This is an optimization exercise on Yosys and OpenROAD, whose aim is small area, not a production implementation. At most, simulation tests tie the RTL to the original design; equivalence was not proved. Only the layout flow was run in runs 2 and 6; the RTL was not checked for function there. No activity file was given, so power comes from the tool's default toggle rates.

[design/flow/config.mk]
export PLATFORM = sky130hd
export DESIGN_NAME = fft_dit_top
export DESIGN_NICKNAME = fft_dit_top
export VERILOG_FILES = /design/flow/design.v
export SDC_FILE = /design/flow/constraint.sdc
export NUM_CORES = 4
export LEC_CHECK = 0
export CAP_MARGIN = 20
export CORE_MARGIN = 2
export CORE_UTILIZATION = 40
export SLEW_MARGIN = 20
[design/flow/design.v]
`timescale 1ns/1ps
`default_nettype none
module fft_seq (
   input  logic clk,
   input  logic rst_n,
   input  logic in_nd,
   output logic ld,
   output logic park,
   output logic cap,
   output logic mac,
   output logic first,
   output logic use_a,
   output logic use_b,
   output logic neg_a,
   output logic shift,
   output logic w1,
   output logic w2,
   output logic out_nd,
   output logic overflow
);
   localparam logic [1:0] S_IDLE = 2'd0;
   localparam logic [1:0] S_LOAD = 2'd1;
   localparam logic [1:0] S_RUN  = 2'd2;    
   localparam logic [1:0] S_BUSY = 2'd3;    
   logic [1:0]  state;
   logic [3:0]  c;            
   logic [3:0]  ph, u;
   logic        w2f;          
   logic [3:0]  lo;           
   logic [3:0]  pm;           
   logic        busy, outp, hit, last, start;
   logic [3:0]  hs, hr, hn;
   logic [2:0]  k;
   assign busy = (state == S_BUSY);
   assign ph   = c;
   assign u    = c;
   assign outp = (pm == 4'd0);
   assign hs   = lo | pm;
   assign hit  = (ph == hs);
   assign last = &hs;
   assign hr   = {hs[0], hs[1], hs[2], hs[3]} + 4'd1;
   assign hn   = {hr[0], hr[1], hr[2], hr[3]} & ~pm;
   assign k[2] = (pm[2] & lo[3]) | (pm[1] & lo[2]) | (pm[0] & lo[1]);
   assign k[1] = (pm[1] & lo[3]) | (pm[0] & lo[2]);
   assign k[0] = pm[0] & lo[3];
   localparam logic [1:0] CLS_T = 2'd0;    
   localparam logic [1:0] CLS_1 = 2'd1;    
   localparam logic [1:0] CLS_2 = 2'd2;    
   logic [1:0] cls;
   logic       swap;
   logic [3:0] step;
   assign cls  = k[0] ? CLS_1 : (k[1] ? CLS_2 : CLS_T);
   assign swap = k[0] ? (k[1] ^ k[2]) : (~k[1] & k[2]);
   always_comb
   begin
      case ({cls, u})
         {CLS_T, 4'd1}: step = 4'b1100;
         {CLS_1, 4'd1}: step = 4'b1101;
         {CLS_1, 4'd2}: step = 4'b1001;
         {CLS_1, 4'd3}: step = 4'b1011;
         {CLS_1, 4'd4}: step = 4'b1101;
         {CLS_1, 4'd5}: step = 4'b1101;
         {CLS_1, 4'd6}: step = 4'b1001;
         {CLS_1, 4'd7}: step = 4'b1100;
         {CLS_1, 4'd8}: step = 4'b1011;
         {CLS_1, 4'd9}: step = 4'b1100;
         {CLS_1, 4'd10}: step = 4'b1011;
         {CLS_1, 4'd11}: step = 4'b1101;
         {CLS_2, 4'd1}: step = 4'b1100;
         {CLS_2, 4'd2}: step = 4'b1011;
         {CLS_2, 4'd3}: step = 4'b1001;
         {CLS_2, 4'd4}: step = 4'b1100;
         {CLS_2, 4'd5}: step = 4'b1011;
         {CLS_2, 4'd6}: step = 4'b1001;
         {CLS_2, 4'd7}: step = 4'b1100;
         {CLS_2, 4'd8}: step = 4'b1011;
         {CLS_2, 4'd9}: step = 4'b1100;
         {CLS_2, 4'd10}: step = 4'b1011;
         {CLS_2, 4'd11}: step = 4'b1001;
         {CLS_2, 4'd12}: step = 4'b1100;
         {CLS_2, 4'd13}: step = 4'b1011;
         default: step = 4'b0000;
      endcase
   end
   assign w1    = busy && (u == -pm);
   assign mac   = busy & step[3];
   assign use_a = swap ? step[1] : step[2];
   assign use_b = swap ? step[2] : step[1];
   assign shift = step[0];
   assign first = (u == 4'd1);
   assign neg_a = k[2] & (k[1] | k[0]);
   logic ready;
   assign ready  = (state == S_IDLE) || ((state == S_RUN) && outp && hit && last);
   assign ld     = in_nd && (ready || (state == S_LOAD));
   assign start  = (state == S_RUN) && !outp && hit;
   assign w2     = w2f;
   assign park   = busy;
   assign cap    = !busy || w1;
   assign out_nd = (state == S_RUN) && outp && hit;
   always_ff @(posedge clk)
   begin
      if (ready && in_nd)
         c <= 4'd2;
      else if (start)
         c <= 4'd1;
      else if (busy && (u == 4'd15))
         c <= hs + 4'd1;
      else
         c <= c + 4'd1;
      w2f <= busy && (u == 4'd15);
      if (state == S_LOAD)
      begin
         lo <= 4'd0;
         pm <= 4'd8;
      end
      else
      begin
         if ((busy && (u == 4'd15)) || out_nd)
            lo <= hn;
         if (w2 && (lo == 4'd0))
            pm <= pm >> 1;
      end
   end
   always_ff @(posedge clk or negedge rst_n)
   begin
      if (!rst_n)
      begin
         state    <= S_IDLE;
         overflow <= 1'b0;
      end
      else
      begin
         if (in_nd && !(ready || (state == S_LOAD)))
            overflow <= 1'b1;
         case (state)
            S_IDLE:
               if (in_nd)
                  state <= S_LOAD;
            S_LOAD:
               if (ph == 4'd0)
                  state <= S_RUN;
            S_RUN:
               if (start)
                  state <= S_BUSY;
               else if (outp && hit && last)
                  state <= in_nd ? S_LOAD : S_IDLE;
            default:
               if (u == 4'd15)
                  state <= S_RUN;
         endcase
      end
   end
endmodule
`default_nettype wire
`timescale 1ns/1ps
`default_nettype none
module fft_bf_unit (
   input  logic        clk,
   input  logic        cap,      
   input  logic        mac,      
   input  logic        first,    
   input  logic        use_a,    
   input  logic        use_b,    
   input  logic        neg_a,    
   input  logic        shift,    
   input  logic        w1,
   input  logic        w2,
   input  logic        pass,
   input  logic [23:0] r0,
   output logic [23:0] wr_data,
   output logic [23:0] bq
);
   logic [13:0] p_re, p_im;
   logic        f_re, f_im;
   logic [13:0] y_re, y_im, x_re, x_im, s_re, s_im;
   logic        neg_re, neg_im, g_re, g_im, zx, cin;
   logic [13:0] b_re, b_im, a_re, a_im;
   assign b_re = {{2{bq[11]}}, bq[11:0]};
   assign b_im = {{2{bq[23]}}, bq[23:12]};
   assign a_re = {{2{r0[11]}}, r0[11:0]};
   assign a_im = {{2{r0[23]}}, r0[23:12]};
   logic sel_a, sel_b, sel_r, sel_2;
   assign sel_a = mac & use_a;
   assign sel_b = mac & use_b;
   assign sel_r = w1;
   assign sel_2 = w2 | pass;
   assign y_re = ({14{sel_a}} & b_re) | ({14{sel_b}} & b_im) | ({14{sel_r}} & a_re)
               | ({14{sel_2}} & {b_re[12:0], 1'b0});
   assign y_im = ({14{sel_a}} & b_im) | ({14{sel_b}} & b_re) | ({14{sel_r}} & a_im)
               | ({14{sel_2}} & {b_im[12:0], 1'b0});
   assign neg_re = (sel_a & neg_a) | w2;
   assign neg_im = (sel_a & neg_a) | sel_b | w2;
   assign zx   = (mac & first) | (pass & ~w2);
   assign cin  = w2;
   assign g_re = (f_re & ~zx) ^ neg_re;
   assign g_im = (f_im & ~zx) ^ neg_im;
   assign x_re = (p_re & {14{~zx}}) ^ {14{g_re}};
   assign x_im = (p_im & {14{~zx}}) ^ {14{g_im}};
   logic [14:0] c_re, c_im;
   assign c_re[0] = cin;
   assign c_im[0] = cin;
   for (genvar i = 0; i < 14; i++)
   begin : g_add
      assign s_re[i]   = x_re[i] ^ y_re[i] ^ c_re[i];
      assign c_re[i+1] = (x_re[i] & y_re[i]) | (c_re[i] & (x_re[i] ^ y_re[i]));
      assign s_im[i]   = x_im[i] ^ y_im[i] ^ c_im[i];
      assign c_im[i+1] = (x_im[i] & y_im[i]) | (c_im[i] & (x_im[i] ^ y_im[i]));
   end
   always_ff @(posedge clk)
   begin
      p_re <= (mac && shift) ? {s_re[13], s_re[13:1]} : s_re;
      p_im <= (mac && shift) ? {s_im[13], s_im[13:1]} : s_im;
      f_re <= mac & neg_re;
      f_im <= mac & neg_im;
      if (cap)
         bq <= r0;
   end
   assign wr_data = {s_im[12:1], s_re[12:1]};
endmodule
`default_nettype wire
`timescale 1ns/1ps
`default_nettype none
module fft_ring (
   input  logic        clk,
   input  logic        ld,
   input  logic        keep,
   input  logic [23:0] in_x,
   input  logic [23:0] wr_data,
   output logic [23:0] r0
);
   logic [23:0] r [15];
   always_ff @(posedge clk)
   begin
      for (int i = 0; i < 14; i++)
         r[i] <= r[i+1];
      if (ld)
         r[14] <= in_x;
      else if (keep)
         r[14] <= r[0];
      else
         r[14] <= wr_data;
   end
   assign r0 = r[0];
endmodule
`default_nettype wire
`timescale 1ns/1ps
`default_nettype none
module fft_dit_top (
   input  logic        clk,
   input  logic        rst_n,
   input  logic [23:0] in_x,
   input  logic        in_nd,
   output logic [23:0] out_x,
   output logic        out_nd,
   output logic        overflow
);
   logic        ld, park, cap, mac, first, use_a, use_b, neg_a, shift, w1, w2;
   logic [23:0] r0, wr_data, bq;
   fft_seq u_seq (
      .clk, .rst_n, .in_nd, .ld, .park, .cap, .mac, .first, .use_a, .use_b, .neg_a,
      .shift, .w1, .w2, .out_nd, .overflow
   );
   fft_bf_unit u_bf (
      .clk, .cap, .mac, .first, .use_a, .use_b, .neg_a, .shift, .w1, .w2,
      .pass (!park), .r0, .wr_data, .bq
   );
   fft_ring u_ring (
      .clk, .ld, .keep (park & !w1), .in_x, .wr_data, .r0
   );
   assign out_x = r0;
endmodule
`default_nettype wire
[design/flow/constraint.sdc]
create_clock -name core_clock -period 10.0 [get_ports {clk}]
set_input_delay 2.0000 -clock core_clock [delete_from_list [all_inputs] [get_ports {clk}]]
set_output_delay 2.0000 -clock core_clock [all_outputs]
set_load 0.01 [all_outputs]
[design/flow/flow/run.sh]
#!/bin/bash
# Standard layout with a lighter clock tree and smaller port buffers:
# no dummy clock loads, mid-size clock buffers and bigger sink clusters.
set -euo pipefail
export CTS_ARGS="-sink_clustering_enable -repair_clock_nets -dont_use_dummy_load -buf_list {sky130_fd_sc_hd__clkbuf_4 sky130_fd_sc_hd__clkbuf_8} -sink_clustering_size 18 -sink_clustering_max_diameter 70"
export BUFFER_PORTS_ARGS="-buffer_cell sky130_fd_sc_hd__buf_1"
bash standard.sh > standard.log 2>&1
[design/flow/standard.sh]
#!/bin/bash
# synth_recipe.tcl (not shown) runs the flow's synth.tcl, then flattens the netlist and writes it again
# the make line also repeats each setting of config.mk as NAME=value (left out here)
make -C /OpenROAD-flow-scripts/flow DESIGN_CONFIG=/design/flow/config.mk WORK_HOME=/design/flow/orfs CLKGATE_MAP_FILE= SYNTH_SCRIPT=/design/flow/synth_recipe.tcl "${@:-finish}"
==> results of run 1 <==
[flip-flops by register name, indices dropped and copies added (netlist names)]
name / count
u_bf.p_re: 14
u_seq.overflow: 1
u_seq.state: 2
u_bf.p_im: 14
u_seq.w2f: 1
u_bf.bq: 24
u_seq.lo: 4
u_ring.r: 360
u_bf.f_re: 1
u_seq.pm: 4
u_seq.c: 4
u_bf.f_im: 1
[metal layers]
metal / routed length, um / part of all wire / track usage / up-vias
met2: 8930 / 0.46 / 0.205 / 104
met3: 934 / 0.048 / 0.0282 / 35
met1: 9240 / 0.47 / 0.172 / 3038
met5: 0 / 0 / 0 / -
met4: 446 / 0.023 / 0.0356 / 0
li1: - / - / - / 3108
[final cells by class]
class / count / area (um2)
fill: 2733 / 17100
sequential: 430 / 8860
multi-input combinational: 413 / 3180
tap: 396 / 495
clock buffer: 30 / 413
timing repair buffer: 60 / 255
inverter: 25 / 93.8
[stage by stage]
stage / cell area (um2) / util / total power (W)
final: 13300 / 0.438 / 0.00247
after global routing: 13300 / 0.438 / 0.00258
after CTS: 13300 / 0.438 / 0.00252
after detailed placement: 12900 / 0.425 / 0.00177
after global placement: 12900 / 0.425 / 0.00177
after floorplan: 12300 / - / 0.00176
[how the worst min path moves through the flow]
stage | startpoint | end | slack (ps) | depth (start not counted)
after floorplan | u_ring.r[1][0]$_DFF_P_ | u_ring.r[0][0]$_DFF_P_ | 310 | 0
after global placement | u_ring.r[11][19]$_DFF_P_ | u_ring.r[10][19]$_DFF_P_ | 310 | 0
after detailed placement | u_ring.r[11][21]$_DFF_P_ | u_ring.r[10][21]$_DFF_P_ | 310 | 0
after CTS | u_ring.r[3][23]$_DFF_P_ | u_ring.r[2][23]$_DFF_P_ | 270 | 0
after global routing | u_ring.r[3][23]$_DFF_P_ | u_ring.r[2][23]$_DFF_P_ | 260 | 0
final | u_ring.r[3][23]$_DFF_P_ | u_ring.r[2][23]$_DFF_P_ | 270 | 0
[power by group]
group / switching (W) / internal (W)
combinational: 0.00000211 / 0.00000233
sequential: 0.00000000000000000000766 / 0.00172
clock: 0.000478 / 0.000268
total: 0.000480 / 0.00199
[cell families after synthesis]
family	after synthesis
xor gates and xnor gates	44
and+or+nand+nor	161
AOI/OAI and AO/OA	136
DFF	430
buffers and inverters	63
muxes	35
adders and majority gates	37
[worst reg2reg max path, delay by kind of cell (launching register included)]
| kind | cells | cell delay, ps |
|---|---|---|
| flops | 1 | 470 |
| simple gates | 1 | 120 |
| mux | 2 | 570 |
| buf+inv | 4 | 690 |
| xor+xnor | 5 | 760 |
| compound gates | 3 | 910 |
| fa+ha+maj | 14 | 5040 |
[cell usage in the layout (no fill, tap or decap), drive strengths merged, types with 2 or more instances in the layout]
| cell type | instances |
|---|---|
| nand3 | 5 |
| edfxtp | 24 |
| dfxtp | 403 |
| a21oi | 34 |
| o21bai | 3 |
| xnor2 | 15 |
| nor2 | 50 |
| nor4 | 5 |
| buf | 60 |
| o21ai | 32 |
| o22ai | 2 |
| clkbuf | 30 |
| nor3 | 6 |
| nand3b | 4 |
| nor2b | 2 |
| a22oi | 2 |
| mux2i | 32 |
| a22o | 21 |
| or3b | 3 |
| a32oi | 2 |
| a31oi | 2 |
| nand2 | 76 |
| ha | 11 |
| o31ai | 2 |
| dfrtp | 3 |
| or2 | 3 |
| nand2b | 3 |
| fa | 26 |
| mux2 | 3 |
| nand4 | 2 |
| xor2 | 27 |
| inv | 25 |
| a221oi | 21 |
| a222oi | 5 |
| a211oi | 4 |
==> impl_metrics.json, run 1 <==
{
  "row_count": 64,
  "crit_start": "u_seq.pm[0]$_SDFFE_PP0P_",
  "syn_to_final_growth_pct": 8.55,
  "synth_simple_gate_area_frac": 0.0579,
  "synth.top_cells.by_area": "dfxtp_1 66%, edfxtp_1 5.9%, fa_1 4.2%",
  "syn_avg_cell_area_um2": 13.5,
  "grt_usage": 0.127,
  "status": "complete, no violations",
  "setup_ws_ps": 1340,
  "yosysWarnings": 4,
  "yosys.area.top_type_share": 0.658,
  "critPathCapture": "u_bf.p_re[12]$_DFF_P_",
  "reg2reg_depth": 29,
  "drt_iter0_markers": 319,
  "timing_hold_violations_final": 0,
  "yosysMostFrequentCell": "dfxtp_1",
  "grt_pass1_vias": 6183,
  "clk_latency_ps": 600,
  "critPathSlowestCell": "a222oi_1",
  "routed_wl_um": 19500,
  "start_util": 0.404,
  "hold_class": "reg2reg",
  "critPathTopFamily": "adder cells",
  "firstDrtPassIters": 8,
  "cts_root_buf": "clkbuf_8",
  "clkSinkCount": 430,
  "grt_overflow": 0,
  "die_y_um": 179,
  "synth_seq_cells": 430,
  "grt_max_degree": 68,
  "synth_mux_area_frac": 0.0292,
  "layout-drive-gt1-share": 0.0626,
  "cts_setup_buffers": 0,
  "cts_buffers": 30,
  "tightest_slew_ps": 1060,
  "leakage_nw": 5.33,
  "maxCapViolCount": 0,
  "io_pins": 53,
  "r2r-start": "u_seq.pm[0]$_SDFFE_PP0P_",
  "h-tree-depth": 1,
  "path_common_cell": "fa_1",
  "netlist_instances": 906,
  "crit_buf_inv": 4,
  "setup_tns_ps": 0,
  "drv_slew": 0,
  "drc_errors": 0,
  "synth_xor_area_frac": 0.0350,
  "r2r-end": "u_bf.p_re[12]$_DFF_P_",
  "globalplace.congestion": 0.814,
  "path_depth": 29,
  "peakVddDrop_uv": 175,
  "ant_nets": 0,
  "r2r_setup_slack_ps": 1340,
  "final_cell_count_no_fill": 1354,
  "ctsHoldBuffers": 0,
  "antenna_cells": 0,
  "layout_worst_path_cycle_share": 0.866,
  "pwr_density_cell_mw_per_mm2": 186,
  "synth-seq-area-share": 0.723,
  "clk_pin_slew_ps": 100,
  "core_area_mm2": 0.0303,
  "layout.nets": 1024,
  "arrival_ps": 9110,
  "rsz0062_at_grt": "false",
  "ys.flop_type": "dfxtp_1",
  "synth_top_family_by_area": "compound AO/OA/AOI/OAI gates",
  "synthArstFlopShare": 0.00698,
  "synth_top_cell_by_area": "dfxtp_1",
  "slowest_delay_ps": 570,
  "max-clock-path-buffers": 3,
  "clock.fmax_mhz": 115,
  "synth_common_cells": "403 x dfxtp_1, 75 x nand2_1, 50 x nor2_1",
  "route.vias.total": 6285,
  "io_buffer_count": 52,
  "die_w_um": 179,
  "dp_hpwl_um": 12800,
  "period_needed_ps": 8660,
  "slew_headroom": 0.288,
  "dieArea_mm2": 0.0320,
  "synth_compound_area_frac": 0.0796,
  "grt_pass1_wl_um": 32300,
  "ys_types": 59,
  "hold-worst-slack_ps": 269,
  "worstPathMaxFanout": 27,
  "worstSetupPathType": "reg2reg",
  "synth_fa_ha_area_frac": 0.0537,
  "critPathRequiredTime_ps": 10450,
  "viasPerCell": 4.64,
  "place_inst": 1324,
  "setup_violations": 0,
  "antenna_found_initial": 0,
  "startpoint_type": "register",
  "detail_route.wl_per_cell_um": 14.4,
  "critPathCaptureType": "register",
  "fin_skew_ps": 72.3,
  "synth_area_mm2": 0.0123,
  "postCtsResizedCells": 0,
  "synth_fp_nets": 970,
  "synth_edf_count": 24,
  "place_ws_ps": 1380,
  "cts_tree": "yes"
}
==> inputs of run 2 (changes only) <==
--- a/design/flow/design.v
+++ b/design/flow/design.v
@@ -27,3 +27,2 @@
    logic [3:0]  ph, u;
-   logic        w2f;          
    logic [3:0]  lo;           
@@ -84,3 +83,3 @@
    end
-   assign w1    = busy && (u == -pm);
+   assign w1    = busy && (u == {1'b1, |pm[2:0], |pm[1:0], pm[0]});
    assign mac   = busy & step[3];
@@ -95,5 +94,5 @@
    assign start  = (state == S_RUN) && !outp && hit;
-   assign w2     = w2f;
-   assign park   = busy;
-   assign cap    = !busy || w1;
+   assign w2     = busy && (u == 4'd0);
+   assign park   = busy && (u != 4'd0);
+   assign cap    = !park || w1;
    assign out_nd = (state == S_RUN) && outp && hit;
@@ -105,7 +104,6 @@
          c <= 4'd1;
-      else if (busy && (u == 4'd15))
-         c <= hs + 4'd1;
+      else if (w2)
+         c <= {hs[3:1] + 3'd1, hs[0]};
       else
          c <= c + 4'd1;
-      w2f <= busy && (u == 4'd15);
       if (state == S_LOAD)
@@ -117,5 +115,5 @@
       begin
-         if ((busy && (u == 4'd15)) || out_nd)
+         if (w2 || out_nd)
             lo <= hn;
-         if (w2 && (lo == 4'd0))
+         if (w2 && last)
             pm <= pm >> 1;
@@ -147,3 +145,3 @@
             default:
-               if (u == 4'd15)
+               if (w2)
                   state <= S_RUN;
==> run 2 against run 1 <==
  * Die area increased by 0.36%
  * Synthesized cell count decreased by 0.33%
  * Clock-buffer cell count decreased by 2
  * Clock skew increased by 2.2 ps
  * Non-clock buffer count increased by 2
  * Cell count unchanged
  * Sequential cell count decreased by 1
  * First-iteration DRC count increased by 5.0%
  * Critical path type unchanged
  * Highest routed layer unchanged
  * Critical path depth unchanged
  * Largest cell class unchanged
  * Global-route usage increased by 0.23 points
==> impl_metrics.json, run 2 <==
{
  "grt_pass1_vias": 6264,
  "status": "complete, no violations",
  "postCtsResizedCells": 0,
  "cts_buffers": 28,
  "critPathRequiredTime_ps": 10480,
  "min_from": "u_ring.r[7][6]$_DFF_P_",
  "cts_root_buf": "clkbuf_8",
  "worstPathMaxFanout": 26,
  "stdcell_area_mm2": 0.0133,
  "slew_headroom": 0.506,
  "path_common_cell": "fa_1",
  "synth-seq-area-share": 0.719,
  "ctsHoldBuffers": 0,
  "pwr_density_cell_mw_per_mm2": 184,
  "switching_share": 0.194,
  "yosysMostFrequentCell": "dfxtp_1",
  "largest_reg_flops": 360,
  "layout.nets": 1029,
  "placed_cell_area_mm2": 0.0129,
  "slowest_delay_ps": 560,
  "cts_tree": "yes",
  "viasPerCell": 4.69,
  "grt_overflow": 0,
  "period_needed_ps": 8720,
  "leakage_nw": 4.89,
  "clkPwrFrac": 0.296,
  "rsz0062_at_grt": "false",
  "synth_common_cells": "402 x dfxtp_1, 67 x nand2_1, 49 x nor2_1",
  "dieArea_mm2": 0.0322,
  "layout_worst_path_cycle_share": 0.872,
  "yosysWarnings": 4,
  "startpoint_type": "register",
  "clk_pin_slew_ps": 100,
  "row_count": 64,
  "place_inst": 1326,
  "r2r_setup_slack_ps": 1280,
  "detail_route.wl_per_cell_um": 14.9,
  "synth_seq_cells": 429,
  "yosys.area.top_type_share": 0.654,
  "power_switching_w": 0.000477,
  "combPwrFrac": 0.002,
  "drt_iter0_markers": 335,
  "synth_top_cell_by_area": "dfxtp_1",
  "start_util": 0.404,
  "route.vias.total": 6357,
  "r2r-start": "u_seq.pm[0]$_SDFFE_PP0P_",
  "syn_avg_cell_area_um2": 13.6,
  "globalplace.congestion": 0.823,
  "crit_start": "u_seq.pm[0]$_SDFFE_PP0P_",
  "io_buffer_count": 52,
  "fin_skew_ps": 74.5,
  "p_seq_frac": 0.702,
  "peakVddDrop_uv": 138,
  "die_w_um": 179,
  "hold_class": "reg2reg",
  "critPathSlowestCell": "a222oi_1",
  "max-clock-path-buffers": 3,
  "worstSetupPathType": "reg2reg",
  "grt_usage": 0.129,
  "h-tree-depth": 1,
  "mostFrequentLayoutCells": "402 x dfxtp_1, 67 x nand2_1, 52 x buf_1, 49 x nor2_1",
  "cts_setup_buffers": 0,
  "clkSinkCount": 429,
  "grt_max_degree": 69,
  "reg.largest.list": "u_ring.r (360), u_bf.bq (24)",
  "p_int_w": 0.00197,
  "firstDrtPassIters": 5,
  "synth_fp_nets": 972,
  "fill_cells": 2807,
  "grt_pass1_wl_um": 32800,
  "layout-drive-gt1-share": 0.0626,
  "final_cell_count_no_fill": 1354,
  "drc_errors": 0,
  "netlist_instances": 903,
  "dp_hpwl_um": 13300,
  "drv_slew": 0,
  "clk_latency_ps": 610,
  "die_y_um": 179,
  "syn_to_final_growth_pct": 8.16,
  "synth_area_mm2": 0.0123,
  "final_common_cell": "dfxtp_1",
  "antenna_cells": 0,
  "routed_wl_um": 20200,
  "regMostFlops": "u_ring.r",
  "power_w": 0.00245,
  "antenna_found_initial": 0,
  "setup_tns_ps": 0,
  "critPathCaptureType": "register",
  "clock.fmax_mhz": 115,
  "synth_edf_count": 24,
  "hold-worst-slack_ps": 297,
  "io_pins": 53,
  "ys.flop_type": "dfxtp_1",
  "setup_violations": 0,
  "synthArstFlopShare": 0.00699,
  "timing_hold_violations_final": 0,
  "ant_nets": 0,
  "ys_types": 63,
  "tightest_slew_ps": 739,
  "core_area_mm2": 0.0304,
  "synth.top_cells.by_area": "dfxtp_1 65%, edfxtp_1 5.9%, fa_1 4.2%",
  "maxCapViolCount": 0,
  "arrival_ps": 9200
}
run 2: metal layers:
layer  up-vias  routed length [um]  global-route usage  share of wire
met5         -                   0                   0              0
met4         0                 599              0.0410          0.030
met3        41                1130              0.0316          0.056
met2       129                8930               0.203           0.44
met1      3062                9530               0.176           0.47
li1       3125                   -                   -              -
run 2: kinds of logic (layout without fill, tap and decap cells):
logic type / Yosys count / after routing / share of synthesized area
fa+ha+maj: 42 / 42 / 0.0586
mux: 32 / 32 / 0.0265
compound gates: 149 / 149 / 0.0850
simple gates: 154 / 154 / 0.0569
flops: 429 / 429 / 0.719
buf+inv: 58 / 113 / 0.0229
xor+xnor: 39 / 39 / 0.0310
run 2: final timing paths:
check	endpoint	cells past startpoint
min reg2reg	u_ring.r[6][6]$_DFF_P_	0
max reg2reg	u_bf.p_im[12]$_DFF_P_	29
min in group asynchronous	u_seq.state[1]$_DFFE_PN0P_	1
min	u_ring.r[6][6]$_DFF_P_	0
max in group asynchronous	u_seq.overflow$_DFFE_PN0P_	1
max	u_bf.p_im[12]$_DFF_P_	29
run 2: area by class of cell:
| cell class | count | area [um2] | share of cell area |
|---|---|---|---|
| Sequential cell | 429 | 8840 | 0.665 |
| Multi-Input combinational cell | 416 | 3200 | 0.241 |
| Tap cell | 396 | 495 | 0.0373 |
| Clock buffer | 28 | 385 | 0.0290 |
| Timing Repair Buffer | 62 | 270 | 0.0203 |
| Inverter | 23 | 103 | 0.00771 |
run 2: worst max-delay path: cells and delay by family, from the launching register on:
kind                       cells  cell delay, ps
muxes                          1             240
and+or+nand+nor                2             520
adders and majority gates     14            5010
xor gates and xnor gates       3             400
DFF                            1             460
buffers and inverters          4             610
AOI/OAI and AO/OA              5            1410
run 2: stage by stage:
step | utilization | worst slack [ps]
global placement | 0.424 | 1480
finish | 0.437 | 1280
floorplan | - | 2020
detailed placement | 0.424 | 1370
CTS | 0.437 | 1300
global route | 0.437 | 861
run 2: power groups by stage:
stage,combinational (W),clock (W),sequential [W]
after floorplan,0.0000000724,0,0.00176
after global placement,0.00000465,0,0.00176
after detailed placement,0.00000472,0,0.00176
after CTS,0.00000477,0.000764,0.00172
after global routing,0.00000518,0.000828,0.00172
final,0.00000454,0.000725,0.00172
==> inputs of run 3 (changes only) <==
--- a/design/flow/design.v
+++ b/design/flow/design.v
@@ -83,3 +83,3 @@
    end
-   assign w1    = busy && (u == {1'b1, |pm[2:0], |pm[1:0], pm[0]});
+   assign w1    = busy && (u == -pm);
    assign mac   = busy & step[3];
@@ -105,3 +105,3 @@
       else if (w2)
-         c <= {hs[3:1] + 3'd1, hs[0]};
+         c <= hs + 4'd2;
       else
==> run 3 against run 2 <==
  * Design area down 0.50%
  * Highest routed layer unchanged
  * Utilization down 0.10 points
  * Synthesized cell count down 0.33%
  * Via count down 0.60%
  * Largest power group unchanged
  * Global-route usage down 0.098 points
  * Critical path type unchanged
  * Wire length down 0.43%
  * Still clean on timing, DRC and antenna
  * Cell count down 0.44%
  * Synthesized area down 0.51%
  * Clock-buffer cell count up 1
  * Clock power up 1%
==> impl_metrics.json, run 3 <==
{
  "r2r-start": "u_seq.c[0]$_SDFF_PP0_",
  "drc_errors": 0,
  "timing_hold_violations_final": 0,
  "drv_slew": 0,
  "cts_setup_buffers": 0,
  "ys_types": 59,
  "antenna_found_initial": 0,
  "start_util": 0.403,
  "worstSetupPathType": "reg2reg",
  "viasPerCell": 4.69,
  "cts_buffers": 29,
  "synth_area_mm2": 0.0122,
  "postCtsResizedCells": 0,
  "layout-drive-gt1-share": 0.0630,
  "tightest_slew_ps": 948,
  "pwr_density_cell_mw_per_mm2": 186,
  "setup_tns_ps": 0,
  "dieArea_mm2": 0.0320,
  "routed_wl_um": 20100,
  "route.vias.total": 6319,
  "layout.nets": 1024,
  "clk_pin_slew_ps": 110,
  "largest_reg_flops": 360,
  "detail_route.wl_per_cell_um": 14.9,
  "status": "complete, no violations",
  "stdcell_area_mm2": 0.0132,
  "die_y_um": 179,
  "synth_seq_cells": 429,
  "fin_skew_ps": 61.1,
  "drt_iter0_markers": 343,
  "reg2reg_depth": 27,
  "arrival_ps": 9240,
  "maxCapViolCount": 0,
  "slew_headroom": 0.367,
  "row_count": 64,
  "die_w_um": 179,
  "yosys.area.top_type_share": 0.658,
  "h-tree-depth": 1,
  "grt_pass1_wl_um": 32400,
  "crit_start": "u_seq.c[0]$_SDFF_PP0_",
  "synth_edf_count": 24,
  "synthArstFlopShare": 0.00699,
  "yosysWarnings": 4,
  "grt_overflow": 0,
  "hold_class": "reg2reg",
  "ctsHoldBuffers": 0,
  "synth_common_cells": "402 x dfxtp_1, 66 x nand2_1, 52 x nor2_1",
  "yosysMostFrequentCell": "dfxtp_1",
  "placed_cell_area_mm2": 0.0128,
  "synth-seq-area-share": 0.723,
  "r2r-end": "u_bf.p_im[12]$_DFF_P_",
  "setup_violations": 0,
  "ys.flop_type": "dfxtp_1",
  "syn_to_final_growth_pct": 8.17,
  "cts_tree": "yes",
  "grt_max_degree": 49,
  "ant_nets": 0,
  "layout_worst_path_cycle_share": 0.873,
  "cts_root_buf": "clkbuf_8",
  "reg.largest.list": "u_ring.r (360), u_bf.bq (24)",
  "globalplace.congestion": 0.865,
  "rsz0062_at_grt": "false",
  "dp_hpwl_um": 13500,
  "antenna_cells": 0,
  "synth.top_cells.by_area": "dfxtp_1 66%, edfxtp_1 5.9%, fa_1 4.3%",
  "grt_usage": 0.128,
  "io_pins": 53,
  "final_common_cell": "dfxtp_1",
  "firstDrtPassIters": 5,
  "peakVddDrop_uv": 127,
  "critPathCaptureType": "register",
  "core_area_mm2": 0.0303,
  "r2r_setup_slack_ps": 1270,
  "regMostFlops": "u_ring.r",
  "startpoint_type": "register",
  "synth_fp_nets": 970,
  "clk_latency_ps": 600,
  "netlist_instances": 900,
  "io_buffer_count": 52,
  "mostFrequentLayoutCells": "402 x dfxtp_1, 66 x nand2_1, 52 x nor2_1, 52 x buf_1, 36 x a21oi_1",
  "clkSinkCount": 429,
  "critPathRequiredTime_ps": 10510,
  "critPathCapture": "u_bf.p_im[12]$_DFF_P_",
  "synth_top_cell_by_area": "dfxtp_1",
  "syn_avg_cell_area_um2": 13.6,
  "worstPathMaxFanout": 17,
  "period_needed_ps": 8730,
  "leakage_nw": 5.31,
  "clock.fmax_mhz": 114,
  "grt_pass1_vias": 6099,
  "max-clock-path-buffers": 3
}
## run 3: cell type report
type,instances,area (um2)
sequential,429,8840
timing repair buffer,59,248
fill,2764,17100
inverter,20,75.1
tap,396,495
clock buffer,29,399
multi-input combinational,415,3170
## run 3: cell families (layout without fill, tap and decap cells)
group | after synthesis | count (layout) | share of synthesized area
flip-flops | 429 | 429 | 0.723
AND/OR/NAND/NOR | 149 | 149 | 0.0522
buffers and inverters | 56 | 108 | 0.0194
AO/OA/AOI/OAI | 149 | 149 | 0.0871
XOR/XNOR | 41 | 41 | 0.0311
adder cells (fa/ha/maj) | 43 | 43 | 0.0599
multiplexers | 33 | 33 | 0.0274
## run 3: per-layer routing
layer,global-route usage,share of wire,wire [um],up-vias
li1,-,-,-,3106
met1,0.185,0.49,9760,3056
met2,0.198,0.45,9030,127
met3,0.0254,0.050,999,30
met4,0.0312,0.015,311,0
met5,0,0,0,-
## run 3: worst min-delay path by stage
stage                                        from                       to  slack [ps]  cells past startpoint
after detailed placement  u_ring.r[12][0]$_DFF_P_  u_ring.r[11][0]$_DFF_P_         310                      0
final                     u_ring.r[8][13]$_DFF_P_  u_ring.r[7][13]$_DFF_P_         310                      0
after global routing       u_ring.r[4][0]$_DFF_P_   u_ring.r[3][0]$_DFF_P_         310                      0
after CTS                 u_ring.r[8][13]$_DFF_P_  u_ring.r[7][13]$_DFF_P_         310                      0
after global placement    u_ring.r[4][10]$_DFF_P_  u_ring.r[3][10]$_DFF_P_         310                      0
after floorplan            u_ring.r[1][0]$_DFF_P_   u_ring.r[0][0]$_DFF_P_         310                      0
## run 3: power by group
part	switching, W	total (W)	internal (W)
combinational	0.00000228	0.00000477	0.00000249
clock	0.000476	0.000735	0.000259
sequential	0.00000000000000000000910	0.00172	0.00172
total	0.000478	0.00246	0.00198
## run 3: metrics by stage
| step | setup slack [ps] | hold slack [ps] | util | total power [W] | instances |
|---|---|---|---|---|---|
| after CTS | 1250 | 307 | 0.436 | 0.00250 | 1348 |
| after detailed placement | 1240 | 312 | 0.423 | 0.00177 | 1319 |
| after global routing | 709 | 308 | 0.436 | 0.00256 | 1348 |
| after floorplan | 1810 | 310 | - | 0.00176 | 900 |
| after global placement | 1380 | 310 | 0.423 | 0.00177 | 1319 |
| final | 1270 | 308 | 0.436 | 0.00246 | 1348 |
## run 3: critical path, cell delays in order, from the launching register on
cell and delay [ps]:
dfxtp_1 430, inv_1 180, ha_1 210, or3b_4 430, o311ai_4 120, a21oi_1 170
a21oi_2 650, a211o_1 260, and2_1 600, xor2_1 180, fa_1 450, fa_1 400
fa_1 400, fa_1 390, fa_1 390, fa_1 400, fa_1 390, fa_1 390
fa_1 390, fa_1 390, fa_1 380, inv_1 80, fa_1 180, fa_1 180
xnor2_1 140, nor3_1 90, o211a_1 240, o31ai_1 180
==> inputs of run 4 (changes only) <==
--- a/design/flow/config.mk
+++ b/design/flow/config.mk
@@ -7,5 +7,5 @@
 export LEC_CHECK = 0
-export CAP_MARGIN = 20
+export CAP_MARGIN = 0
 export CORE_MARGIN = 2
 export CORE_UTILIZATION = 40
-export SLEW_MARGIN = 20
+export SLEW_MARGIN = 0
==> run 4 against run 3 <==
  * Synthesized cell count did not move
  * Register-to-register slack barely moved
  * Global-route usage did not move
  * Design area did not move
  * Maximum frequency did not move
  * Synthesized area did not move
  * Largest power group unchanged
==> impl_metrics.json, run 4 <==
{
  "yosysMostFrequentCell": "dfxtp_1",
  "antenna_cells": 0,
  "layout_worst_path_cycle_share": 0.873,
  "startpoint_type": "register",
  "worstSetupPathType": "reg2reg",
  "grt_usage": 0.128,
  "synth_edf_count": 24,
  "leakage_nw": 5.31,
  "regMostFlops": "u_ring.r",
  "path_common_cell": "fa_1",
  "multi_input_area_mm2": 0.00317,
  "dieArea_mm2": 0.0320,
  "drv_slew": 0,
  "critPathSlowestCell": "a21oi_2",
  "grt_pass1_vias": 6099,
  "cts_root_buf": "clkbuf_8",
  "die_y_um": 179,
  "grt_max_degree": 49,
  "cts_buffers": 29,
  "synth_area_mm2": 0.0122,
  "io_pins": 53,
  "ctsHoldBuffers": 0,
  "cts_tree": "yes",
  "ys_types": 59,
  "critPathTopFamily": "adder cells",
  "core_area_mm2": 0.0303,
  "status": "complete, no violations",
  "max-clock-path-buffers": 3,
  "yosysWarnings": 4,
  "fin_skew_ps": 61.1,
  "yosys.area.top_type_share": 0.658,
  "setup_violations": 0,
  "routed_wl_um": 20100,
  "worstPathMaxFanout": 17,
  "period_needed_ps": 8730,
  "setup_tns_ps": 0,
  "h-tree-depth": 1,
  "synth.top_cells.by_area": "dfxtp_1 66%, edfxtp_1 5.9%, fa_1 4.3%",
  "grt_overflow": 0,
  "layout.nets": 1024,
  "largest_reg_flops": 360,
  "globalplace.congestion": 0.865,
  "placed_cell_area_mm2": 0.0128,
  "layout-drive-gt1-share": 0.0630,
  "die_w_um": 179,
  "hold-worst-slack_ps": 308,
  "seqCellArea_mm2": 0.00884,
  "synth_top_cell_by_area": "dfxtp_1",
  "synth_seq_cells": 429,
  "r2r-start": "u_seq.c[0]$_SDFF_PP0_",
  "netlist_instances": 900,
  "synth_common_cells": "402 x dfxtp_1, 66 x nand2_1, 52 x nor2_1",
  "ant_nets": 0,
  "clock.fmax_mhz": 114,
  "tightest_slew_ps": 948,
  "rsz0062_at_grt": "false",
  "start_util": 0.403,
  "stdcell_area_mm2": 0.0132,
  "firstDrtPassIters": 5,
  "cts_setup_buffers": 0,
  "mostFrequentLayoutCells": "402 x dfxtp_1, 66 x nand2_1, 52 x nor2_1, 52 x buf_1, 36 x a21oi_1",
  "drc_errors": 0,
  "clk_latency_ps": 600,
  "arrival_ps": 9240,
  "hold_class": "reg2reg",
  "critPathCaptureType": "register",
  "postCtsResizedCells": 0,
  "peakVddDrop_uv": 127,
  "maxCapViolCount": 0,
  "synth_fp_nets": 970,
  "pwr_density_cell_mw_per_mm2": 186,
  "syn_to_final_growth_pct": 8.17,
  "clk_pin_slew_ps": 110,
  "syn_avg_cell_area_um2": 13.6,
  "critPathRequiredTime_ps": 10510,
  "dp_hpwl_um": 13500,
  "detail_route.wl_per_cell_um": 14.9,
  "grt_pass1_wl_um": 32400,
  "slew_headroom": 0.367,
  "synthArstFlopShare": 0.00699,
  "row_count": 64,
  "viasPerCell": 4.69,
  "route.vias.total": 6319,
  "min_from": "u_ring.r[8][13]$_DFF_P_",
  "slowest_delay_ps": 650,
  "crit_start": "u_seq.c[0]$_SDFF_PP0_",
  "final_common_cell": "dfxtp_1",
  "antenna_found_initial": 0,
  "synth-seq-area-share": 0.723,
  "timing_hold_violations_final": 0,
  "reg.largest.list": "u_ring.r (360), u_bf.bq (24)",
  "crit_buf_inv": 2,
  "ys.flop_type": "dfxtp_1",
  "clkSinkCount": 429,
  "io_buffer_count": 52,
  "fill_cells": 2764,
  "drt_iter0_markers": 343
}
==> run 4: report_power, final <==
group | leakage [nW] | switching [W] | internal (W) | total [W]
registers | 3.64 | 0.00000000000000000000910 | 0.00172 | 0.00172
logic | 1.47 | 0.00000228 | 0.00000249 | 0.00000477
clock network | 0.209 | 0.000476 | 0.000259 | 0.000735
total | 5.31 | 0.000478 | 0.00198 | 0.00246
==> run 4: kinds of logic (layout without fill, tap and decap cells) <==
group,after synthesis,in the layout,share of synthesized area
fa+ha+maj,43,43,0.0599
mux,33,33,0.0274
simple gates,149,149,0.0522
compound gates,149,149,0.0871
xor+xnor,41,41,0.0311
buf+inv,56,108,0.0194
flops,429,429,0.723
==> run 4: path summary, 6_finish.rpt <==
kind	to	slack, ps	depth (start not counted)
min reg2reg	u_ring.r[7][13]$_DFF_P_	310	0
min in group asynchronous	u_seq.state[1]$_DFFE_PN0P_	1250	1
max	u_bf.p_im[12]$_DFF_P_	1270	27
max reg2reg	u_bf.p_im[12]$_DFF_P_	1270	27
min	u_ring.r[7][13]$_DFF_P_	310	0
max in group asynchronous	u_seq.state[0]$_DFFE_PN0P_	8560	1
==> run 4: per-layer routing <==
metal  routed length, um  GRT usage
met1                9760      0.185
met2                9030      0.198
met3                 999     0.0254
met4                 311     0.0312
met5                   0          0
==> run 4: layout make-up <==
class                      count  share of cell area
inverter                      20             0.00567
clock buffer                  29              0.0302
tap                          396              0.0374
sequential                   429               0.668
timing repair buffer          59              0.0187
multi-input combinational    415               0.240
==> run 4: stage by stage <==
stage | utilization | setup slack [ps] | total power, W | instances
floorplan | - | 1810 | 0.00176 | 900
global placement | 0.423 | 1380 | 0.00177 | 1319
detailed placement | 0.423 | 1240 | 0.00177 | 1319
CTS | 0.436 | 1250 | 0.00250 | 1348
global route | 0.436 | 709 | 0.00256 | 1348
finish | 0.436 | 1270 | 0.00246 | 1348
==> inputs of run 5 (changes only) <==
==> design/flow/run.sh (new file) <==
#!/bin/bash
# synth_recipe.tcl (not shown) runs the flow's synth.tcl, then flattens the netlist and writes it again
# the make line also repeats each setting of config.mk as NAME=value (left out here)
make -C /OpenROAD-flow-scripts/flow DESIGN_CONFIG=/design/flow/config.mk WORK_HOME=/design/flow/orfs CLKGATE_MAP_FILE= SYNTH_SCRIPT=/design/flow/synth_recipe.tcl finish
--- a/design/flow/config.mk
+++ b/design/flow/config.mk
@@ -7,5 +7,5 @@
 export LEC_CHECK = 0
-export CAP_MARGIN = 0
+export CAP_MARGIN = 20
 export CORE_MARGIN = 2
 export CORE_UTILIZATION = 40
-export SLEW_MARGIN = 0
+export SLEW_MARGIN = 20
removed: design/flow/flow/run.sh
removed: design/flow/standard.sh
==> run 5 against run 4 <==
  * Still clean on timing, DRC and antenna
  * Utilization up 4.7 points
  * Sequential cell count unchanged
  * Critical path depth is 1 higher
  * Cell count is 3.4% higher
  * Clock skew is 45 ps lower
  * Wire length is 2.7% higher
  * Die area is the same
  * Total power increased by 38%
  * Synthesized cell count is the same
==> impl_metrics.json, run 5 <==
{
  "drv_slew": 0,
  "critPathTopFamily": "adder cells",
  "worstSetupPathType": "reg2reg",
  "layout_worst_path_cycle_share": 0.878,
  "synth_fp_nets": 970,
  "postCtsResizedCells": 0,
  "ant_nets": 0,
  "drc_errors": 0,
  "clk_pin_slew_ps": 60,
  "r2r-end": "u_bf.p_im[12]$_DFF_P_",
  "yosysMostFrequentCell": "dfxtp_1",
  "grt_overflow": 0,
  "path_common_cell": "fa_1",
  "r2r_setup_slack_ps": 1220,
  "cts_buffers": 42,
  "ys_types": 59,
  "ys.flop_type": "dfxtp_1",
  "yosysWarnings": 4,
  "synth_edf_count": 24,
  "synth_common_cells": "402 x dfxtp_1, 66 x nand2_1, 52 x nor2_1",
  "status": "complete, no violations",
  "setup_tns_ps": 0,
  "grt_pass1_wl_um": 33500,
  "routed_wl_um": 20600,
  "clkSinkCount": 429,
  "peakVddDrop_uv": 165,
  "maxCapViolCount": 0,
  "antenna_cells": 0,
  "startpoint_type": "register",
  "crit_buf_inv": 2,
  "ctsHoldBuffers": 0,
  "synth_seq_cells": 429,
  "fill_cells": 2628,
  "firstDrtPassIters": 6,
  "netlist_instances": 900,
  "clk_latency_ps": 540,
  "yosys.area.top_type_share": 0.658,
  "reg.largest.list": "u_ring.r (360), u_bf.bq (24)",
  "slowest_delay_ps": 590,
  "core_area_mm2": 0.0303,
  "layout-drive-gt1-share": 0.100,
  "holdPathStages": 0,
  "regMostFlops": "u_ring.r",
  "rsz0062_at_grt": "false",
  "antenna_found_initial": 0,
  "clock.fmax_mhz": 114,
  "cts_tree": "yes",
  "tightest_slew_ps": 872,
  "detail_route.wl_per_cell_um": 14.8,
  "grt_pass1_vias": 6369,
  "hold_class": "reg2reg",
  "syn_to_final_growth_pct": 19.8,
  "dieArea_mm2": 0.0320,
  "synth.top_cells.by_area": "dfxtp_1 66%, edfxtp_1 5.9%, fa_1 4.3%",
  "leakage_nw": 5.97,
  "drt_iter0_markers": 431,
  "grt_usage": 0.134,
  "postLayoutCoreUtil": 0.483,
  "route.vias.total": 6469,
  "pwr_density_cell_mw_per_mm2": 232,
  "h-tree-depth": 2,
  "r2r-start": "u_seq.c[0]$_SDFF_PP0_",
  "synth_top_cell_by_area": "dfxtp_1",
  "setup_violations": 0,
  "globalplace.congestion": 0.824,
  "synthArstFlopShare": 0.00699,
  "period_needed_ps": 8780,
  "die_y_um": 179,
  "viasPerCell": 4.64,
  "dp_hpwl_um": 13500,
  "max-clock-path-buffers": 3,
  "reg2reg_depth": 28,
  "final_common_cell": "dfxtp_1",
  "start_util": 0.403,
  "io_buffer_count": 52,
  "synth-seq-area-share": 0.723,
  "die_w_um": 179,
  "mostFrequentLayoutCells": "402 x dfxtp_1, 66 x nand2_1, 52 x nor2_1, 52 x clkdlybuf4s50_1, 45 x clkbuf_16",
  "cts_setup_buffers": 0,
  "largest_reg_flops": 360,
  "layout.nets": 1037,
  "syn_avg_cell_area_um2": 13.6,
  "fin_skew_ps": 15.8,
  "io_pins": 53,
  "critPathSlowestCell": "and2_1",
  "row_count": 64,
  "critPathCaptureType": "register",
  "grt_max_degree": 50,
  "timing_hold_violations_final": 0,
  "worstPathMaxFanout": 27,
  "hold-path-endpoint": "u_ring.r[0][13]$_DFF_P_",
  "arrival_ps": 9190,
  "synth_area_mm2": 0.0122,
  "min_from": "u_ring.r[1][13]$_DFF_P_",
  "critPathRequiredTime_ps": 10410,
  "cts_root_buf": "clkbuf_16",
  "slew_headroom": 0.417
}
==> run 5: cell counts after synthesis <==
No cell type changed its count.
==> run 5: power by group <==
group / switching (W) / internal [W]
clock: 0.000639 / 0.00103
combinational: 0.00000259 / 0.00000907
sequential: 0.00000000000000000000982 / 0.00172
total: 0.000642 / 0.00276
==> run 5: worst reg2reg max path: cells and delay by family, from the launching register on <==
| family | cells | cell delay (ps) |
|---|---|---|
| flops | 1 | 550 |
| buf+inv | 2 | 250 |
| xor+xnor | 2 | 290 |
| mux | 1 | 210 |
| compound gates | 6 | 1080 |
| fa+ha+maj | 14 | 5110 |
| simple gates | 3 | 1170 |
==> run 5: stage by stage <==
stage / cell area [um2] / hold WS [ps] / std cells / worst slack [ps] / power, W
after floorplan: 12200 / 310 / 900 / 1810 / 0.00176
final: 14700 / 313 / 1394 / 1220 / 0.00340
after CTS: 14700 / 318 / 1394 / 1240 / 0.00344
after global placement: 13200 / 310 / 1319 / 1460 / 0.00177
after detailed placement: 13200 / 312 / 1319 / 1250 / 0.00177
after global routing: 14700 / 324 / 1394 / 714 / 0.00352
==> run 5: how the worst max path moves through the flow <==
stage	cells past startpoint	from	endpoint	slack, ps
floorplan	31	u_seq.c[0]$_SDFF_PP0_	u_bf.p_im[12]$_DFF_P_	1810
global placement	27	u_seq.c[0]$_SDFF_PP0_	u_bf.p_im[12]$_DFF_P_	1460
detailed placement	28	u_seq.c[0]$_SDFF_PP0_	u_bf.p_im[12]$_DFF_P_	1250
CTS	28	u_seq.c[0]$_SDFF_PP0_	u_bf.p_im[12]$_DFF_P_	1240
global route	28	u_seq.c[0]$_SDFF_PP0_	u_bf.p_im[12]$_DFF_P_	710
finish	28	u_seq.c[0]$_SDFF_PP0_	u_bf.p_im[12]$_DFF_P_	1220
==> run 5: per-layer routing <==
metal | routed length (um) | share of wire | vias to the layer above | global-route usage
met2 | 9160 | 0.44 | 140 | 0.204
met1 | 9930 | 0.48 | 3119 | 0.188
li1 | - | - | 3173 | -
met4 | 493 | 0.024 | 0 | 0.0447
met5 | 0 | 0 | - | 0
met3 | 1070 | 0.052 | 37 | 0.0310
==> run 5: final cells by class <==
| cell class | instances | area (um2) | share of cell area |
|---|---|---|---|
| clock buffers | 54 | 1190 | 0.0812 |
| inverters | 20 | 75.1 | 0.00512 |
| flip-flops and latches | 429 | 8840 | 0.603 |
| well taps | 396 | 495 | 0.0338 |
| multi-input cells | 415 | 3170 | 0.216 |
| clock inverters | 21 | 308 | 0.0210 |
| repair buffers | 59 | 573 | 0.0391 |
==> run 5: logic make-up (layout without fill, tap and decap cells) <==
logic type      after synthesis  after routing  share of synthesized area
compound gates              149            149                     0.0871
xor+xnor                     41             41                     0.0311
fa+ha+maj                    43             43                     0.0599
buf+inv                      56            154                     0.0194
flops                       429            429                      0.723
mux                          33             33                     0.0274
simple gates                149            149                     0.0522
==> inputs of run 6 (changes only) <==
--- a/design/flow/design.v
+++ b/design/flow/design.v
@@ -83,3 +83,3 @@
    end
-   assign w1    = busy && (u == -pm);
+   assign w1    = busy && (u == {1'b1, |pm[2:0], |pm[1:0], pm[0]});
    assign mac   = busy & step[3];
@@ -105,3 +105,3 @@
       else if (w2)
-         c <= hs + 4'd2;
+         c <= {hs[3:1] + 3'd1, hs[0]};
       else
==> design/flow/flow/run.sh (new file) <==
#!/bin/bash
# Standard layout with a lighter clock tree, smaller port buffers and no
# half-adder cells: no dummy clock loads, mid-size clock buffers and bigger
# sink clusters; yosys's half adders often stand in for a single AND gate
# of a decoder, so synthesis leaves them out (full adders stay).
set -euo pipefail
export CTS_ARGS="-sink_clustering_enable -repair_clock_nets -dont_use_dummy_load -buf_list {sky130_fd_sc_hd__clkbuf_4 sky130_fd_sc_hd__clkbuf_8} -sink_clustering_size 18 -sink_clustering_max_diameter 70"
export BUFFER_PORTS_ARGS="-buffer_cell sky130_fd_sc_hd__buf_1"
export DONT_USE_CELLS="sky130_fd_sc_hd__ha_1 sky130_fd_sc_hd__ha_2 sky130_fd_sc_hd__ha_4"
bash standard.sh > standard.log 2>&1
==> design/flow/standard.sh (new file) <==
#!/bin/bash
# synth_recipe.tcl (not shown) runs the flow's synth.tcl, then flattens the netlist and writes it again
# the make line also repeats each setting of config.mk as NAME=value (left out here)
make -C /OpenROAD-flow-scripts/flow DESIGN_CONFIG=/design/flow/config.mk WORK_HOME=/design/flow/orfs CLKGATE_MAP_FILE= SYNTH_SCRIPT=/design/flow/synth_recipe.tcl "${@:-finish}"
removed: design/flow/run.sh
==> run 6 against run 5 <==
  * Total power decreased by 28%
  * Sequential power about the same
  * Wire length decreased by 2.2%
  * Sequential share of layout area grew 6.2 points
  * Critical path depth rose by 1
  * Cell count shrank 2.9%
  * Largest power group unchanged
==> impl_metrics.json, run 6 <==
{
  "largest_reg_flops": 360,
  "rsz0062_at_grt": "false",
  "clock.fmax_mhz": 115,
  "critPathRequiredTime_ps": 10480,
  "clkPwrFrac": 0.296,
  "synth_edf_count": 24,
  "synth-seq-area-share": 0.719,
  "drv_slew": 0,
  "combPwrFrac": 0.002,
  "routed_wl_um": 20200,
  "synth_top_cell_by_area": "dfxtp_1",
  "clkSinkCount": 429,
  "leakage_nw": 4.89,
  "critPathSlowestCell": "a222oi_1",
  "ctsHoldBuffers": 0,
  "cts_buffers": 28,
  "fill_cells": 2807,
  "yosysMostFrequentCell": "dfxtp_1",
  "synth.top_cells.by_area": "dfxtp_1 65%, edfxtp_1 5.9%, fa_1 4.2%",
  "cts_setup_buffers": 0,
  "period_needed_ps": 8720,
  "p_seq_frac": 0.702,
  "ys.flop_type": "dfxtp_1",
  "cts_root_buf": "clkbuf_8",
  "setup_violations": 0,
  "placed_cell_area_mm2": 0.0129,
  "multi_input_area_mm2": 0.00320,
  "postLayoutCoreUtil": 0.437,
  "dieArea_mm2": 0.0322,
  "route.vias.total": 6357,
  "grt_pass1_wl_um": 32800,
  "netlist_instances": 903,
  "setup_tns_ps": 0,
  "layout-drive-gt1-share": 0.0626,
  "maxCapViolCount": 0,
  "seqCellArea_mm2": 0.00884,
  "r2r-end": "u_bf.p_im[12]$_DFF_P_",
  "io_buffer_count": 52,
  "regMostFlops": "u_ring.r",
  "clk_pin_slew_ps": 100,
  "crit_start": "u_seq.pm[0]$_SDFFE_PP0P_",
  "clk_latency_ps": 610,
  "power_switching_w": 0.000477,
  "syn_avg_cell_area_um2": 13.6,
  "io_pins": 53,
  "yosysWarnings": 4,
  "postCtsResizedCells": 0,
  "core_area_mm2": 0.0304,
  "reg2reg_depth": 29,
  "drc_errors": 0,
  "fin_skew_ps": 74.5,
  "synth_fp_nets": 972,
  "tightest_slew_ps": 739,
  "p_int_w": 0.00197,
  "detail_route.wl_per_cell_um": 14.9,
  "place_inst": 1326,
  "die_y_um": 179,
  "yosys.area.top_type_share": 0.654,
  "grt_overflow": 0,
  "critPathCapture": "u_bf.p_im[12]$_DFF_P_",
  "arrival_ps": 9200,
  "synth_common_cells": "402 x dfxtp_1, 67 x nand2_1, 49 x nor2_1",
  "final_cell_count_no_fill": 1354,
  "path_common_cell": "fa_1",
  "layout_worst_path_cycle_share": 0.872,
  "pwr_density_cell_mw_per_mm2": 184,
  "synthArstFlopShare": 0.00699,
  "syn_to_final_growth_pct": 8.16,
  "slew_headroom": 0.506,
  "layout.nets": 1029,
  "hold_class": "reg2reg",
  "dp_hpwl_um": 13300,
  "die_w_um": 179,
  "status": "complete, no violations",
  "critPathCaptureType": "register",
  "ant_nets": 0,
  "synth_area_mm2": 0.0123,
  "switching_share": 0.194,
  "row_count": 64,
  "timing_hold_violations_final": 0,
  "ys_types": 63,
  "r2r_setup_slack_ps": 1280,
  "grt_pass1_vias": 6264,
  "firstDrtPassIters": 5,
  "grt_max_degree": 69,
  "mostFrequentLayoutCells": "402 x dfxtp_1, 67 x nand2_1, 52 x buf_1, 49 x nor2_1",
  "holdPathStages": 0,
  "r2r-start": "u_seq.pm[0]$_SDFFE_PP0P_",
  "peakVddDrop_uv": 138,
  "viasPerCell": 4.69,
  "final_common_cell": "dfxtp_1",
  "worstPathMaxFanout": 26,
  "hold-worst-slack_ps": 297,
  "worstSetupPathType": "reg2reg",
  "startpoint_type": "register",
  "cts_tree": "yes",
  "antenna_found_initial": 0,
  "slowest_delay_ps": 560,
  "start_util": 0.404,
  "globalplace.congestion": 0.823,
  "reg.largest.list": "u_ring.r (360), u_bf.bq (24)",
  "antenna_cells": 0,
  "stdcell_area_mm2": 0.0133,
  "synth_seq_cells": 429,
  "h-tree-depth": 1,
  "drt_iter0_markers": 335,
  "max-clock-path-buffers": 3,
  "grt_usage": 0.129
}
[run 6: changes by cell type after synthesis, sizes merged, moves of 3 or more]
cell	change
a31oi	+3
buf	+8
clkbuf	-9
mux2	-3
nand2b	+3
nand3	-3
nor2	-3
nor4	+3
o21ai	+3
or2	-3
xnor2	-10
xor2	+8
[run 6: cell families (layout without fill, tap and decap cells)]
family	Yosys count	after routing	share of synthesized area
DFF	429	429	0.719
and+or+nand+nor	154	154	0.0569
AOI/OAI and AO/OA	149	149	0.0850
buffers and inverters	58	113	0.0229
adders and majority gates	42	42	0.0586
xor gates and xnor gates	39	39	0.0310
muxes	32	32	0.0265
[run 6: through the flow]
| stage | power [W] | setup slack (ps) |
|---|---|---|
| 5_1_grt | 0.00255 | 861 |
| 3_5_place_dp | 0.00176 | 1370 |
| 2_1_floorplan | 0.00176 | 2020 |
| 4_1_cts | 0.00249 | 1300 |
| 6_report | 0.00245 | 1280 |
| 3_3_place_gp | 0.00176 | 1480 |
[run 6: layer usage]
metal	routed length [um]	vias to the layer above	GRT usage
li1	-	3125	-
met1	9530	3062	0.176
met2	8930	129	0.203
met3	1130	41	0.0316
met4	599	0	0.0410
met5	0	-	0
[run 6: final cells by class]
cell class / instances / share of cell area
inverter: 23 / 0.00771
sequential: 429 / 0.665
timing repair buffer: 62 / 0.0203
multi-input combinational: 416 / 0.241
tap: 396 / 0.0373
clock buffer: 28 / 0.0290
[run 6: power by group through the flow]
stage	clock, W	combinational [W]	sequential [W]
detailed placement	0	0.00000472	0.00176
floorplan	0	0.0000000724	0.00176
finish	0.000725	0.00000454	0.00172
CTS	0.000764	0.00000477	0.00172
global route	0.000828	0.00000518	0.00172
global placement	0	0.00000465	0.00176
[run 6: how the worst min path moves through the flow]
stage,start,to
global placement,u_ring.r[11][11]$_DFF_P_,u_ring.r[10][11]$_DFF_P_
finish,u_ring.r[7][6]$_DFF_P_,u_ring.r[6][6]$_DFF_P_
floorplan,u_ring.r[1][0]$_DFF_P_,u_ring.r[0][0]$_DFF_P_
CTS,u_ring.r[7][6]$_DFF_P_,u_ring.r[6][6]$_DFF_P_
global route,u_ring.r[7][6]$_DFF_P_,u_ring.r[6][6]$_DFF_P_
detailed placement,u_ring.r[1][3]$_DFF_P_,u_ring.r[0][3]$_DFF_P_
[run 6: critical path, delay by kind of cell (launching register included)]
family | cells | cell delay [ps]
adder cells (fa/ha/maj) | 14 | 5010
AO/OA/AOI/OAI | 5 | 1410
buffers and inverters | 4 | 610
AND/OR/NAND/NOR | 2 | 520
flip-flops | 1 | 460
XOR/XNOR | 3 | 400
multiplexers | 1 | 240

## what the ideal ports hide
No port has a modelled driver above. Below, the same layouts with a new extraction and two added sets of constraints. Step 1 assumes that a clkbuf_16 drives the clock port and a buf_2 every other input. Step 2, shift: input delay + t, output delay - t, t = (earliest + latest rising clock arrival at the registers) / 2. This alone moves slack from input paths to output paths. Slacks: ideal / step 1 / step 2; pairs: ideal / step 1.
| run | shift t [ns] | setup WS [ns] | latest minus earliest clock arrival (ns) |
|---|---|---|---|
| run 1 | 0.607 | 1.337 / 1.337 / 1.337 | 0.073 / 0.073 |
| run 2 | 0.609 | 1.278 / 1.278 / 1.278 | 0.074 / 0.075 |
| run 3 | 0.613 | 1.266 / 1.266 / 1.266 | 0.061 / 0.061 |
| run 4 | 0.613 | 1.266 / 1.266 / 1.266 | 0.061 / 0.061 |
| run 5 | 0.575 | 1.221 / 1.221 / 1.221 | 0.017 / 0.017 |
| run 6 | 0.609 | 1.278 / 1.278 / 1.278 | 0.074 / 0.075 |
After both steps setup and hold are still met in every run listed.
